Background: an optimization exercise with open tools, aiming at small area, a short achievable clock period and few clock cycles. Do not read the settings as production practice.
At most, simulation tests tie the RTL to the original design; equivalence was not proved.
Only the layout flow was run in runs 1 and 2; the RTL was not checked for function there.
No activity file was given, so power comes from the tool's default toggle rates.

--- flow/design.v ---
`timescale 1ns/1ns
module chip8_cpu (
    input  logic        clk,
    input  logic        reset_i,
    output logic        mem_rd_valid_o,
    output logic [11:0] mem_rd_addr_o,
    input  logic        mem_rd_ready_i,
    input  logic [7:0]  mem_rd_data_i,
    output logic        mem_wr_valid_o,
    output logic [19:0] mem_wr_o,
    input  logic        mem_wr_ready_i
);
    logic [11:0] ra_q;
    logic        rv_q;
    logic [7:0]  hb_q;
    logic [15:0] ir_q;
    logic        irv_q;
    logic [11:1] npc_q;
    logic [7:0]  v_q [0:15];
    logic [11:1] st_q [0:15];
    logic [3:0]  sp_q;             
    logic [11:0] i_q;
    logic        wv_q;
    logic [11:0] wa_q;
    logic [7:0]  wd_q;
    logic        blk_q;            
    logic        pend_q;           
    logic [3:0]  idx_q;            
    logic [3:0]  last_q;
    logic [7:0]  bv_q;             
    logic [3:0]  op, x, y, n;
    logic [7:0]  kk, vx, vy;
    logic [11:0] nnn;
    assign op  = ir_q[15:12];
    assign x   = ir_q[11:8];
    assign y   = ir_q[7:4];
    assign n   = ir_q[3:0];
    assign kk  = ir_q[7:0];
    assign nnn = ir_q[11:0];
    assign vx  = v_q[x];
    assign vy  = v_q[y];
    logic [7:0] res;
    logic       flag;
    logic       wx, wf;
    logic       skip;
    always_comb begin
        res  = kk;
        flag = 1'b0;
        wx   = 1'b0;
        wf   = 1'b0;
        case (op)
            4'h6: begin res = kk; wx = 1'b1; end
            4'h7: begin res = vx + kk; wx = 1'b1; end
            4'h8: begin
                wx = 1'b1;
                case (n)
                    4'h0: res = vy;
                    4'h1: res = vx | vy;
                    4'h2: res = vx & vy;
                    4'h3: res = vx ^ vy;
                    4'h4: begin {flag, res} = {1'b0, vx} + {1'b0, vy}; wf = 1'b1; end
                    4'h5: begin res = vx - vy; flag = (vx >= vy); wf = 1'b1; end
                    4'h6: begin res = vx >> 1; flag = vx[0]; wf = 1'b1; end
                    4'h7: begin res = vy - vx; flag = (vy >= vx); wf = 1'b1; end
                    4'hE: begin res = vx << 1; flag = vx[7]; wf = 1'b1; end
                    default: wx = 1'b0;
                endcase
            end
            default: ;
        endcase
    end
    logic       eq;
    assign eq = (vx == (op[3] || (op[2] && op[0]) ? vy : kk));
    always_comb begin
        case (op)
            4'h3:    skip = eq;
            4'h4:    skip = !eq;
            4'h5:    skip = (n == 4'h0) && eq;
            4'h9:    skip = (n == 4'h0) && !eq;
            default: skip = 1'b0;
        endcase
    end
    logic is_ret, sys_miss, is_call, is_jv0, is_ldi, is_addi, is_bcd, is_blk, is_store;
    assign is_ret   = (op == 4'h0) && (nnn == 12'h0EE);
    assign sys_miss = (op == 4'h0) && (x == 4'h0) && (kk != 8'hEE);
    assign is_call  = (op == 4'h2);
    assign is_jv0   = (op == 4'hB);
    assign is_ldi   = (op == 4'hA);
    assign is_addi  = (op == 4'hF) && (kk == 8'h1E);
    assign is_bcd   = (op == 4'hF) && (kk == 8'h33);
    assign is_blk   = (op == 4'hF) && (kk == 8'h55);
    assign is_store = is_bcd || is_blk;
    logic hazard, e_hold, e_done, e_redir;
    logic [11:1] e_tgt;
    assign hazard = pend_q && blk_q &&
                    ((wx && (x >= idx_q) && (x <= last_q)) || (wf && (last_q == 4'hF)));
    assign e_hold  = (is_store && wv_q) || hazard;
    assign e_done  = irv_q && !e_hold;
    assign e_redir = e_done && (skip || sys_miss || is_jv0);
    always_comb begin
        if (skip)        e_tgt = npc_q + 11'd1;
        else if (is_jv0) e_tgt = nnn[11:1] + {4'd0, v_q[0][7:1]} + {10'd0, nnn[0] & v_q[0][0]};
        else             e_tgt = npc_q;
    end
    logic lo_fire, hi_fire;
    assign hi_fire = mem_rd_ready_i && !ra_q[0];
    assign lo_fire = mem_rd_ready_i && ra_q[0] && (!irv_q || e_done);
    always_ff @(posedge clk) begin
        if (reset_i) begin
            ra_q  <= 12'h200;
            rv_q  <= 1'b0;
            irv_q <= 1'b0;
        end else begin
            rv_q <= 1'b1;
            if (e_redir) begin
                ra_q <= {e_tgt, 1'b0};
            end else if (hi_fire) begin
                ra_q[0] <= 1'b1;
            end else if (lo_fire) begin
                if (hb_q[7:4] == 4'h1 || hb_q[7:4] == 4'h2)
                    ra_q <= {hb_q[3:0], mem_rd_data_i[7:1], 1'b0};
                else if (hb_q == 8'h00)
                    ra_q <= {st_q[sp_q], 1'b0};
                else
                    ra_q <= {ra_q[11:1] + 11'd1, 1'b0};
            end
            if (e_redir)
                irv_q <= 1'b0;
            else if (lo_fire)
                irv_q <= 1'b1;
            else if (e_done)
                irv_q <= 1'b0;
        end
    end
    always_ff @(posedge clk) begin
        if (hi_fire)
            hb_q <= mem_rd_data_i;
        if (lo_fire) begin
            ir_q  <= {hb_q, mem_rd_data_i};
            npc_q <= ra_q[11:1] + 11'd1;
        end
    end
    always_ff @(posedge clk) begin
        if (e_done) begin
            if (wx) v_q[x] <= res;
            if (wf) v_q[15] <= {7'd0, flag};
            if (is_call) st_q[sp_q + 4'd1] <= npc_q;
        end
    end
    always_ff @(posedge clk) begin
        if (reset_i) begin
            sp_q <= 4'hF;
            i_q  <= 12'd0;
        end else if (e_done) begin
            if (is_call) sp_q <= sp_q + 4'd1;
            if (is_ret)  sp_q <= sp_q - 4'd1;
            if (is_ldi)  i_q <= nnn;
            if (is_addi) i_q <= i_q + {4'd0, vx};
            if (is_blk)  i_q <= i_q + {8'd0, x} + 12'd1;
        end
    end
    logic [7:0] hund, tens, ones;
    assign hund = (vx >= 8'd200) ? 8'd2 : (vx >= 8'd100) ? 8'd1 : 8'd0;
    assign tens = (bv_q / 8'd10) % 8'd10;
    assign ones = bv_q % 8'd10;
    logic w_fire;
    assign w_fire = wv_q && mem_wr_ready_i;
    always_ff @(posedge clk) begin
        if (reset_i) begin
            wv_q   <= 1'b0;
            pend_q <= 1'b0;
        end else if (e_done && is_store) begin
            wv_q   <= 1'b1;
            pend_q <= is_bcd || (x != 4'h0);
        end else if (w_fire) begin
            if (!pend_q) wv_q <= 1'b0;
            pend_q <= pend_q && (idx_q != last_q);
        end
    end
    always_ff @(posedge clk) begin
        if (e_done && is_store) begin
            wa_q   <= i_q;
            wd_q   <= is_bcd ? hund : v_q[0];
            blk_q  <= is_blk;
            idx_q  <= 4'd1;
            last_q <= is_bcd ? 4'd2 : x;
            bv_q   <= vx;
        end else if (w_fire && pend_q) begin
            wa_q  <= wa_q + 12'd1;
            wd_q  <= blk_q ? v_q[idx_q] : (idx_q[1] ? ones : tens);
            idx_q <= idx_q + 4'd1;
        end
    end
    assign mem_rd_valid_o = rv_q;
    assign mem_rd_addr_o  = ra_q;
    assign mem_wr_valid_o = wv_q;
    assign mem_wr_o       = {wa_q, wd_q};
endmodule
--- flow/run.sh ---
#!/bin/bash
# synth_recipe.tcl (not shown) runs the flow's synth.tcl, then flattens the netlist and writes it again
# the make line also repeats each setting of config.mk as NAME=value (left out here)
make -C /OpenROAD-flow-scripts/flow DESIGN_CONFIG=/design/flow/config.mk WORK_HOME=/design/flow/orfs CLKGATE_MAP_FILE= SYNTH_SCRIPT=/design/flow/synth_recipe.tcl finish
--- flow/config.mk ---
export PLATFORM = sky130hd
export DESIGN_NAME = chip8_cpu
export DESIGN_NICKNAME = chip8_cpu
export VERILOG_FILES = /design/flow/design.v
export SDC_FILE = /design/flow/constraint.sdc
export NUM_CORES = 4
export LEC_CHECK = 0
export CAP_MARGIN = 20
export CORE_MARGIN = 2
export CORE_UTILIZATION = 40
export PLACE_DENSITY = 0.6
export SETUP_SLACK_MARGIN = 3.5
export SLEW_MARGIN = 20
--- flow/constraint.sdc ---
create_clock -name core_clock -period 7.0 [get_ports {clk}]
set_input_delay 1.4000 -clock core_clock [delete_from_list [all_inputs] [get_ports {clk}]]
set_output_delay 1.4000 -clock core_clock [all_outputs]
set_load 0.01 [all_outputs]
==> run summary, run 1 <==
Final Instance Area 30,200 um^2; Tcrit/Tclk final 63.6%; Sink Count 424; largest family of logic cells by synthesized area multiplexers; Port Buffer Count 45; htree depth 2; cell depth of the worst flop-to-flop path 18; antenna fix cells 0; first-pass GRT wire length 118,000 um; via count 18,700; Fin Setup TNS 0 ns; starting density of the core 40.2%; Avg Cell Area, Syn 12.4 um^2; # DRC 0; HPWL after DPL 50,300 um; Critical Path Sink Type flip-flop; PwrDens 206 nW/um^2; final net count 2,256; compound-gate portion of the synthesized area 12.1%; DP Area 25,700 um^2; WL/cell 27.0 um; CTS Hold Bufs 0; post-synthesis mux area share 17.3%; Netlist Area Pre-Place 24,100 um^2; post-synthesis register bit count 424; buffer depth of the longest clock path 3; gr ovfl total 0; CP Max Fanout 8; die area 62,300 um^2; Tightest Pin Transition 1.13 ns; Worst-Skew Late Latency 0.63 ns; Top FF cell, synth edfxtp_1; RSZ-0062 raised after global routing yes; status complete, no violations; P&R area growth vs syn 25.0%; Hold Path Depth 0; CTS tree built; min cycle time layout 4.45 ns; Final ANT Viol Nets 0; DIE HEIGHT 250 um; Root Buffer clkbuf_16; Setup Skew 0.0509 ns; relative slew slack 24.2%; CTS Buf Count 46; final setup fails 0; reg2reg end v_q[15][6]$_SDFFE_PP0P_; vias in the first global route 18,400; via/cell ratio 6.28; register area share after synthesis 50.3%; die width 250 um; adder and majority gate portion of the synthesized area 4.71%; Final WS setup 2.55 ns; synth warn 1; Max Cap Violations 0; core footprint 60,000 um^2; FFs w/ async S/R, synth 0%; GRT Overall Usage 25.1%; Hold Crit Endpoint ir_q[14]$_DFFE_PP_; placed cell count 2,708; I/O pin count 46; slowest CP cell mux4_2; peak supply drop 0.000204 V; Worst Hold Class reg2reg; max-slew violations 0; DRT iter0 DRCs 1,967; placer's final routability congestion estimate 0.914; Final Non-Filler Cells 2,978; critical path type reg2reg; final WL 80,500 um; hold slack 0.495 ns; fmax 225 MHz; Worst EP required 7.48 ns; first-pass detailed-route iteration total 6; largest net degree at the start of global routing 45; Clock Pin Slew Worst Setup and Hold Paths 0.06 ns; share of layout cells above drive strength 1 32.5%; Final Hold Violating Endpoints 0; CP peak stage delay 0.65 ns; initial antenna violation count 5; XOR/XNOR Fraction of Synth Area 2.29%; Hold Crit Start hb_q[6]$_DFFE_PP_; Lkg Pwr 10.7 nW; worst path arrival time 4.94 ns; Post-Synth Simple-Gate Area 10.3%; Worst Setup Start Kind flip-flop; r2r setup slk 2.55 ns; Yosys cell types 77; Post-Syn Nets 2,052; num rows 90; Post-Synthesis Cells 1,954; Post-synth EDFFs 365; ordered list of cells on the worst path buf_12 -> buf_12 -> mux4_2 -> mux4_2 -> buf_4 -> buf_6 -> fa_2 -> a21oi_2 -> o21bai_2 -> a21oi_2 -> nor2_1 -> nor2_2 -> xnor2_1 -> a221o_1 -> a22oi_2 -> buf_4 -> o21ai_4 -> a22o_1; Post-Place Worst Slack 1.62 ns
sequential cells by signal, summed over array words and instances (netlist names), named ones only:
| signal | flops |
|---|---|
| blk_q | 1 |
| ra_q | 12 |
| bv_q | 8 |
| idx_q | 4 |
| last_q | 4 |
| irv_q | 1 |
| pend_q | 1 |
| v_q | 128 |
| ir_q | 16 |
| wa_q | 12 |
| rv_q | 1 |
| wd_q | 8 |
| npc_q | 11 |
| st_q | 176 |
| sp_q | 4 |
| wv_q | 1 |
| hb_q | 8 |
| i_q | 12 |
stage by stage:
stage / total power [W] / utilization, %
finish: 0.00620 / 50.3
global placement: 0.00343 / 42.8
global route: 0.00638 / 50.3
CTS: 0.00615 / 49.0
detailed placement: 0.00343 / 42.8
floorplan: 0.00326 / -
routing by layer:
| layer | GRT usage (%) | wire [um] | up-vias |
|---|---|---|---|
| li1 | - | - | 8049 |
| met1 | 32.8 | 31500 | 9364 |
| met2 | 40.1 | 37700 | 1004 |
| met3 | 4.51 | 6410 | 270 |
| met4 | 13.3 | 4770 | 6 |
| met5 | 0 | 36 | - |
power by group:
part | internal [W] | switching (W) | total, W
clock network | 0.00144 | 0.00109 | 0.00253
registers | 0.00275 | 0.0000505 | 0.00280
logic | 0.000397 | 0.000473 | 0.000870
total | 0.00459 | 0.00161 | 0.00620
synth_stat cells (all sizes together) (5+ instances only):
cell	count	area (um^2)
xnor2	39	342
nor2	131	492
a221oi	8	70.1
o2111ai	5	43.8
inv	78	293
a211oi	17	128
a22o	13	114
and2	27	169
nor4	15	93.8
nand4	14	87.6
a32oi	6	52.6
o31a	6	52.6
a21o	16	120
o22ai	7	43.8
buf	37	166
and3	23	144
nand2	119	447
nand3	59	295
fa	8	160
dfxtp	59	1180
a22oi	33	248
o22a	10	87.6
a2111oi	8	70.1
nor2b	25	156
o31ai	5	37.5
a21oi	111	556
o221ai	7	61.3
mux2i	73	731
clkbuf	78	294
or3	5	31.3
edfxtp	365	11000
nand2b	18	113
mux2	35	394
o21ai	96	480
ha	78	976
a31oi	20	125
o21a	9	67.6
nor3	30	150
o211ai	7	52.6
o21bai	18	135
mux4	135	3040
xor2	24	210
a21boi	10	75.1
or4	8	60.1
kinds of logic after synthesis:
family                   after synthesis
AND/OR/NAND/NOR                      502
AO/OA/AOI/OAI                        443
XOR/XNOR                              63
buffers and inverters                193
adder cells (fa/ha/maj)               86
multiplexers                         243
flip-flops                           424
area by class of cell:
cell class                      instances  area, um^2
Fill cell                            5132       29800
Multi-Input combinational cell       1344       12600
Sequential cell                       424       12200
Timing Repair Buffer                  264        2510
Clock buffer                           53        1200
Tap cell                              782         978
Clock inverter                         33         392
Inverter                               78         324
how the worst max path moves through the flow:
| stage | start | endpoint | slack (ns) |
|---|---|---|---|
| global route | flip-flop | v_q[15][6]$_SDFFE_PP0P_ | 2.44 |
| detailed placement | flip-flop | ra_q[11]$_SDFFE_PP0P_ | 1.62 |
| global placement | flip-flop | ra_q[11]$_SDFFE_PP0P_ | 1.70 |
| finish | flip-flop | v_q[15][6]$_SDFFE_PP0P_ | 2.55 |
| floorplan | flip-flop | v_q[15][4]$_SDFFE_PP0P_ | 2.96 |
| CTS | flip-flop | v_q[15][4]$_SDFFE_PP0P_ | 2.59 |
layout by cell type (no fill, tap or decap), types with 16 or more instances in the layout:
cell type,Yosys,routed
o21ai_1,3,20
clkbuf_16,0,46
a21oi_2,0,29
and2_4,0,18
buf_4,1,156
inv_1,78,62
mux2_2,35,31
and3_1,23,22
xor2_1,24,24
nand2_1,119,110
o21ai_0,93,50
nor2_1,131,117
xnor2_1,39,37
buf_6,1,39
nor3_1,30,22
a22oi_1,33,28
mux4_2,135,135
a21o_1,16,16
edfxtp_1,365,365
mux2i_1,73,71
dfxtp_1,59,48
buf_12,0,17
nand3_1,59,56
clkdlybuf4s50_1,0,45
nand2b_1,18,17
a21oi_1,111,76
o21ai_2,0,19
ha_1,78,60
critical path, delay by kind of cell (launching register included):
kind	cells	cell delay (ns)
adders and majority gates	1	0.35
AOI/OAI and AO/OA	7	1.44
muxes	2	1.16
xor gates and xnor gates	1	0.09
and+or+nand+nor	2	0.20
DFF	1	0.40
buffers and inverters	5	0.71
repair_timing:
item | in CTS | in global routing
pin swaps | 105 | 78
resized for setup | 245 | 109
gates cloned | 8 | 0
setup endpoints to repair | 548 | 520
buffers inserted | 136 | 40
==> run 2, diff against run 1 <==
--- a/flow/config.mk
+++ b/flow/config.mk
@@ -5,6 +5,7 @@
 export SDC_FILE = /design/flow/constraint.sdc
 export NUM_CORES = 4
 export LEC_CHECK = 0
+export ABC_AREA = 1
 export CAP_MARGIN = 20
 export CORE_MARGIN = 2
 export CORE_UTILIZATION = 40
==> run 2 against run 1 <==
  * Still clean
  * Global-route usage grew 2.3 points
  * Sequential power is essentially flat
  * Register-to-register slack gained 0.43 ns
  * Count of clock-buffer cells in the layout grew 12
  * Core utilization grew 1.9 points
  * Critical path depth grew 8
  * Largest cell class unchanged
==> run summary, run 2 <==
via/cell ratio 6.02; CTS tree built; share of layout cells above drive strength 1 22.6%; first-pass detailed-route iteration total 9; DIE HEIGHT 251 um; Clock Pin Slew Worst Setup and Hold Paths 0.06 ns; initial antenna violation count 3; hold slack 0.462 ns; first-pass GRT wire length 131,000 um; total power draw 0.00656 W; Fin Setup TNS 0 ns; P&R area growth vs syn 29.1%; I/O pin count 46; CP Max Fanout 8; commonest non-fill, non-tap cell in the layout edfxtp_1; Final ANT Viol Nets 0; met2 Use GR 44.2%; register area share after synthesis 49.8%; largest register by flop count st_q; Worst Hold Class reg2reg; Worst-Skew Late Latency 0.64 ns; leading cell types in the layout, fill and taps excluded edfxtp_1, nand2_1, o21ai_0; max reg flops 176; relative slew slack 24.2%; Synth top area share 45.0%; Critical Path Sink Type flip-flop; core footprint 60,200 um^2; peak supply drop 0.000238 V; CTS Buf Count 49; Worst EP required 7.51 ns; Tcrit/Tclk final 57.4%; status complete, no violations; Avg Cell Area, Syn 8.87 um^2; Top FF cell, synth edfxtp_1; starting density of the core 40.5%; Post-synth EDFFs 365; area leader, netlist edfxtp_1; antenna fix cells 0; Sink Count 424; post-synthesis register bit count 424; worst path arrival time 4.53 ns; final setup fails 0; placer's final routability congestion estimate 0.973; Final Hold Violating Endpoints 0; Lkg Pwr 11.9 nW; DRT iter0 DRCs 2,971; largest net degree at the start of global routing 90; Post-Syn Nets 2,844; # DRC 0; Setup Skew 0.0445 ns; die width 251 um; final net count 3,051; CTS Hold Bufs 0; top cells by count, synth nand2_1, edfxtp_1, o21ai_0, inv_1, nor2_1; die area 62,900 um^2; synth warn 1; met1 GRT Util 34.0%; most common cell in the netlist nand2_1; critical path type reg2reg; Max Cap Violations 0; Final Non-Filler Cells 3,774; buffer depth of the longest clock path 3; Port Buffer Count 45; htree depth 2; PwrDens 208 nW/um^2; met3 global-route usage 6.61%; GRT Max-Usage Layer met2; WL/cell 24.1 um; HPWL after DPL 52,900 um; Root Buffer clkbuf_16; fmax 249 MHz; final WL 90,900 um; Yosys cell types 61; placed cell count 3,467; vias in the first global route 21,400; Worst Setup Start Kind flip-flop; num rows 90; FFs w/ async S/R, synth 0%; via count 22,700; max-slew violations 0; Area contributors post-synth edfxtp_1, o21ai_0, nand2_1; top flop regs st_q x176, v_q x128, ir_q x16; Post-Synthesis Cells 2,746; Tightest Pin Transition 1.13 ns; gr ovfl total 0; min cycle time layout 4.02 ns; Netlist Area Pre-Place 24,400 um^2; RSZ-0062 raised after global routing yes; GRT Overall Usage 27.4%
run 2: cell count changes in the layout (fill, tap and decap cells not counted), sizes merged, moves of 25 or more:
cell	change
o21ai	+290
nand2	+277
inv	+211
nor2	+142
mux4	-135
nand3	+129
o211ai	+85
a21oi	+73
mux2i	-73
o221ai	+53
mux2	-35
a22oi	-30
and2	-27
nor2b	-25
run 2: critical path, stage by stage, from the launching register on:
cell	delay (ns)
dfxtp_4	0.38
buf_8	0.16
buf_6	0.13
buf_6	0.12
o211ai_1	0.23
nand3_1	0.14
nand3_2	0.13
nand2_4	0.11
buf_6	0.16
ha_1	0.33
a21oi_1	0.17
inv_1	0.07
a31oi_2	0.19
nor2_1	0.08
nor2_1	0.11
o21ai_0	0.16
inv_1	0.11
nor2_1	0.05
nor2_1	0.08
nor2_1	0.05
nor2_1	0.08
inv_1	0.05
or2_2	0.30
nand3_4	0.13
nand3_4	0.18
o21ai_2	0.17
inv_1	0.04
run 2: path summary, 6_finish.rpt:
kind                                  end  slack [ns]               from  depth (start not counted)
setup / recovery  v_q[15][7]$_SDFFE_PP0P_        2.98          flip-flop                         26
hold / removal         ir_q[14]$_DFFE_PP_        0.46  hb_q[6]$_DFFE_PP_                          0
setup reg to reg  v_q[15][7]$_SDFFE_PP0P_        2.98          flip-flop                         26
hold reg to reg        ir_q[14]$_DFFE_PP_        0.46  hb_q[6]$_DFFE_PP_                          0
run 2: area by class of cell:
| type | instances | area [um^2] |
|---|---|---|
| fill | 5238 | 28800 |
| multi-input combinational | 1887 | 12300 |
| sequential | 424 | 12200 |
| timing repair buffer | 288 | 3140 |
| clock buffer | 65 | 1320 |
| inverter | 301 | 1220 |
| tap | 782 | 978 |
| clock inverter | 25 | 290 |
| timing repair inverter | 2 | 15.0 |
run 2: through the flow:
| stage | utilization (%) | instance area, um^2 | worst slack (ns) |
|---|---|---|---|
| 6_report | 52.2 | 31500 | 2.98 |
| 5_1_grt | 52.2 | 31500 | 2.89 |
| 4_1_cts | 49.6 | 29900 | 3.15 |
| 3_5_place_dp | 42.4 | 25500 | 1.72 |
| 3_3_place_gp | 42.3 | 25500 | 1.77 |
| 2_1_floorplan | - | 24400 | 3.47 |
run 2: cell families after synthesis:
family	after synthesis	share of synthesized area [%]
and+or+nand+nor	920	16.4
AOI/OAI and AO/OA	816	19.7
buffers and inverters	440	7.24
DFF	424	49.8
adders and majority gates	86	4.66
xor gates and xnor gates	60	2.16
run 2: power breakdown:
part | total [W] | leakage [nW] | switching (W) | internal, W
clock | 0.00258 | 0.775 | 0.00110 | 0.00148
sequential | 0.00280 | 3.74 | 0.0000434 | 0.00276
combinational | 0.00117 | 7.34 | 0.000699 | 0.000475
run 2: timing repair:
action	CTS	global route
setup endpoints to repair	519	480
gates cloned	13	7
pin swaps	101	124
hold endpoints to repair	0	0
buffers inserted	117	80
gates resized for setup	346	183
run 2: per-layer routing:
layer,part of all wire (%),vias to the layer above
met3,10,396
met2,45,1344
met5,0.012,-
met4,6.8,2
li1,-,10200
met1,37,10800
==> run 3, diff against run 2 <==
--- a/flow/design.v
+++ b/flow/design.v
@@ -69,14 +69,12 @@
             default: ;
         endcase
     end
-    logic       eq;
-    assign eq = (vx == (op[3] || (op[2] && op[0]) ? vy : kk));
     always_comb begin
         case (op)
-            4'h3:    skip = eq;
-            4'h4:    skip = !eq;
-            4'h5:    skip = (n == 4'h0) && eq;
-            4'h9:    skip = (n == 4'h0) && !eq;
+            4'h3:    skip = (vx == kk);
+            4'h4:    skip = (vx != kk);
+            4'h5:    skip = (n == 4'h0) && (vx == vy);
+            4'h9:    skip = (n == 4'h0) && (vx != vy);
             default: skip = 1'b0;
         endcase
     end
@@ -103,8 +101,8 @@
         else             e_tgt = npc_q;
     end
     logic lo_fire, hi_fire;
-    assign hi_fire = mem_rd_ready_i && !ra_q[0];
-    assign lo_fire = mem_rd_ready_i && ra_q[0] && (!irv_q || e_done);
+    assign hi_fire = mem_rd_ready_i && !ra_q[0] && !e_redir;
+    assign lo_fire = mem_rd_ready_i && ra_q[0] && (!irv_q || e_done) && !e_redir;
     always_ff @(posedge clk) begin
         if (reset_i) begin
             ra_q  <= 12'h200;
@@ -124,9 +122,7 @@
                 else
                     ra_q <= {ra_q[11:1] + 11'd1, 1'b0};
             end
-            if (e_redir)
-                irv_q <= 1'b0;
-            else if (lo_fire)
+            if (lo_fire)
                 irv_q <= 1'b1;
             else if (e_done)
                 irv_q <= 1'b0;
--- a/flow/config.mk
+++ b/flow/config.mk
@@ -5,10 +5,8 @@
 export SDC_FILE = /design/flow/constraint.sdc
 export NUM_CORES = 4
 export LEC_CHECK = 0
-export ABC_AREA = 1
 export CAP_MARGIN = 20
 export CORE_MARGIN = 2
 export CORE_UTILIZATION = 40
 export PLACE_DENSITY = 0.6
-export SETUP_SLACK_MARGIN = 3.5
 export SLEW_MARGIN = 20
==> run 3 against run 2 <==
  * Still clean
  * Sequential power about the same
  * Combinational power decreased by 54%
  * Register-to-register slack got worse by 2.0 ns
  * First-iteration DRC count decreased by 45%
  * Final area decreased by 14%
  * Global-route usage decreased by 5.5 points
  * Power decreased by 8.8%
==> run summary, run 3 <==
Clock Pin Slew Worst Setup and Hold Paths 0.06 ns; CP Max Fanout 15; Netlist Area Pre-Place 23,900 um^2; fill count 5,202; starting density of the core 40.5%; Yosys cell types 82; Post-Synth Simple-Gate Area 9.42%; share of layout cells above drive strength 1 18.8%; slowest CP cell mux4_2; P&R area growth vs syn 13.5%; commonest non-fill, non-tap cell in the layout edfxtp_1; placed cell count 2,642; status complete, no violations; compound-gate portion of the synthesized area 10.9%; Post-CTS Setup Repair Bufs 0; Avg Cell Area, Syn 12.8 um^2; DRT iter0 DRCs 1,624; RSZ-0062 raised after global routing no; Area contributors post-synth edfxtp_1, mux4_2, dfxtp_1; Critical Path Sink Type flip-flop; CTS Hold Bufs 0; total power draw 0.00598 W; synth warn 1; post-route core utilization 46.0%; Post-Syn Nets 1,963; Post-CTS Resized 0; Post-Synthesis Cells 1,865; die area 61,800 um^2; reg2reg end ir_q[4]$_DFFE_PP_; buffer depth of the longest clock path 3; num rows 89; Fin Setup TNS 0 ns; Max Cap Violations 0; initial antenna violation count 0; critical path type reg2reg; DIE HEIGHT 249 um; Sink Count 424; Port Buffer Count 45; CP peak stage delay 0.70 ns; die width 249 um; post-synthesis mux area share 18.3%; Setup Skew 0.0460 ns; largest family of logic cells by synthesized area multiplexers; Final Hold Violating Endpoints 0; htree depth 2; FFs w/ async S/R, synth 0%; gr ovfl total 0; Worst-Skew Late Latency 0.62 ns; adder and majority gate portion of the synthesized area 4.79%; vias in the first global route 16,700; DP Area 25,500 um^2; via count 16,700; Root Buffer clkbuf_16; Worst EP required 7.33 ns; Final Non-Filler Cells 2,732; Top FF cell, synth edfxtp_1; # DRC 0; min cycle time layout 6.01 ns; WL/cell 25.2 um; first-pass GRT wire length 104,000 um; leading cell types in the layout, fill and taps excluded edfxtp_1, mux4_2, nor2_1; top flop regs st_q x176, v_q x128, ir_q x16; HPWL after DPL 48,500 um; register area share after synthesis 50.7%; r2r setup slk 0.99 ns; fmax 167 MHz; most common cell in the netlist edfxtp_1; post-synthesis register bit count 424; antenna fix cells 0; relative slew slack 25.4%; top cells by count, synth edfxtp_1, mux4_2, nor2_1, nand2_1, a21oi_1; ordered list of cells on the worst path buf_4 -> mux4_2 -> mux4_2 -> inv_1 -> ha_1 -> nor4_1 -> and2_1 -> and3_1 -> a311oi_1 -> o21ai_2 -> nor2_4 -> a21o_1 -> nand2b_1 -> inv_1 -> buf_4; XOR/XNOR Fraction of Synth Area 2.63%; placer's final routability congestion estimate 0.983; cell depth of the worst flop-to-flop path 15; area leader, netlist edfxtp_1; Final ANT Viol Nets 0; Tcrit/Tclk final 85.8%; CTS Buf Count 48; max-slew violations 0; Final Instance Area 27,200 um^2; Lkg Pwr 9.37 nW; first-pass detailed-route iteration total 17; critical path capture point ir_q[4]$_DFFE_PP_; CTS tree built; worst path arrival time 6.33 ns; final setup fails 0; largest register by flop count st_q; PwrDens 220 nW/um^2; Worst Setup Start Kind flip-flop; I/O pin count 46; final WL 68,800 um; via/cell ratio 6.13; final net count 2,017; Post-synth EDFFs 365; GRT Overall Usage 21.9%; largest net degree at the start of global routing 45; Worst Hold Class reg2reg; Tightest Pin Transition 1.11 ns; peak supply drop 0.000203 V; core footprint 59,100 um^2; max reg flops 176; Synth top area share 45.8%
[run 3: cell count changes in the layout (fill, tap and decap cells not counted), sizes merged, moves of 131 or more]
cell / before / now
nand2: 398 / 115
nand3: 188 / 49
o21ai: 387 / 92
nor2: 273 / 142
inv: 288 / 84
buf: 238 / 69
mux4: 0 / 175
[run 3: routing by layer]
layer	vias to the layer above	part of all wire (%)	track usage, %
met3	164	6.8	3.05
met1	8420	41	28.6
li1	7407	-	-
met4	0	4.2	9.84
met5	-	0	0
met2	758	48	36.4
[run 3: final cells by class]
| class | count | area [um^2] | share of cell area [%] |
|---|---|---|---|
| clock buffer | 55 | 1250 | 4.59 |
| tap | 773 | 967 | 3.56 |
| inverter | 83 | 312 | 1.15 |
| timing repair buffer | 114 | 968 | 3.56 |
| sequential | 424 | 12100 | 44.7 |
| clock inverter | 35 | 435 | 1.60 |
| multi-input combinational | 1248 | 11100 | 40.8 |
[run 3: worst min path at each step]
stage	from	to	slack (ns)	cells after the start
after global placement	hb_q[6]$_DFFE_PP_	ir_q[14]$_DFFE_PP_	0.48	0
after CTS	hb_q[6]$_DFFE_PP_	ir_q[14]$_DFFE_PP_	0.48	0
after floorplan	hb_q[6]$_DFFE_PP_	ir_q[14]$_DFFE_PP_	0.43	0
final	hb_q[6]$_DFFE_PP_	ir_q[14]$_DFFE_PP_	0.48	0
after detailed placement	hb_q[6]$_DFFE_PP_	ir_q[14]$_DFFE_PP_	0.46	0
after global routing	hb_q[6]$_DFFE_PP_	ir_q[14]$_DFFE_PP_	0.50	0
[run 3: worst max-delay path, delay by kind of cell (launching register included)]
kind                       cells  cell delay, ns
DFF                            1            0.69
muxes                          2            1.23
and+or+nand+nor                5            1.54
buffers and inverters          4            0.99
adders and majority gates      1            0.33
AOI/OAI and AO/OA              3            0.96
[run 3: stage by stage]
step | hold WS, ns | worst slack [ns]
3_3_place_gp | 0.478 | 1.11
2_1_floorplan | 0.434 | 1.71
5_1_grt | 0.501 | 0.598
3_5_place_dp | 0.465 | 1.06
6_report | 0.481 | 0.995
4_1_cts | 0.483 | 1.04
[run 3: logic make-up (layout without fill, tap and decap cells)]
logic type      count (synthesis)  in the layout
mux                           215            215
compound gates                406            406
simple gates                  469            469
xor+xnor                       71             71
flops                         424            424
buf+inv                       193            287
fa+ha+maj                      87             87
[run 3: power breakdown]
part / total [W] / internal, W / leakage [nW] / switching, W
combinational: 0.000538 / 0.000222 / 4.77 / 0.000316
sequential: 0.00281 / 0.00276 / 3.76 / 0.0000529
clock: 0.00263 / 0.00156 / 0.835 / 0.00107
Testbench counts of run 3, summed over its fixed seeds: cycles 57,923.

==> afterwards: timing with drivers on the ports <==
In the flow no input, the clock included, has a driving cell. The finished layouts below were timed again as built, in two steps.
Step 1 sets driving cells, clkbuf_16 on the clock port and buf_2 on the other inputs (assumed; they add their load-dependent delay and slew).
Step 2 moves the port delays by t, midway between the first and last clock arrival at a register: inputs arrive t later, outputs are due t later. That takes back most of the time a late clock gives input paths.
a / b / c = no drivers / after step 1 / after step 2; a / b = the first two.
run	shift t [ns]	setup WS [ns]	slew at the worst register clock pin (ns)	pins driven straight from the clock port
run 1	0.674	2.548 / 2.548 / 2.548	0.07 / 0.07	1
run 2	0.675	2.979 / 2.979 / 2.979	0.07 / 0.07	1
run 3	0.655	0.995 / 0.995 / 0.995	0.07 / 0.07	1
After both steps every run listed still meets setup and hold.
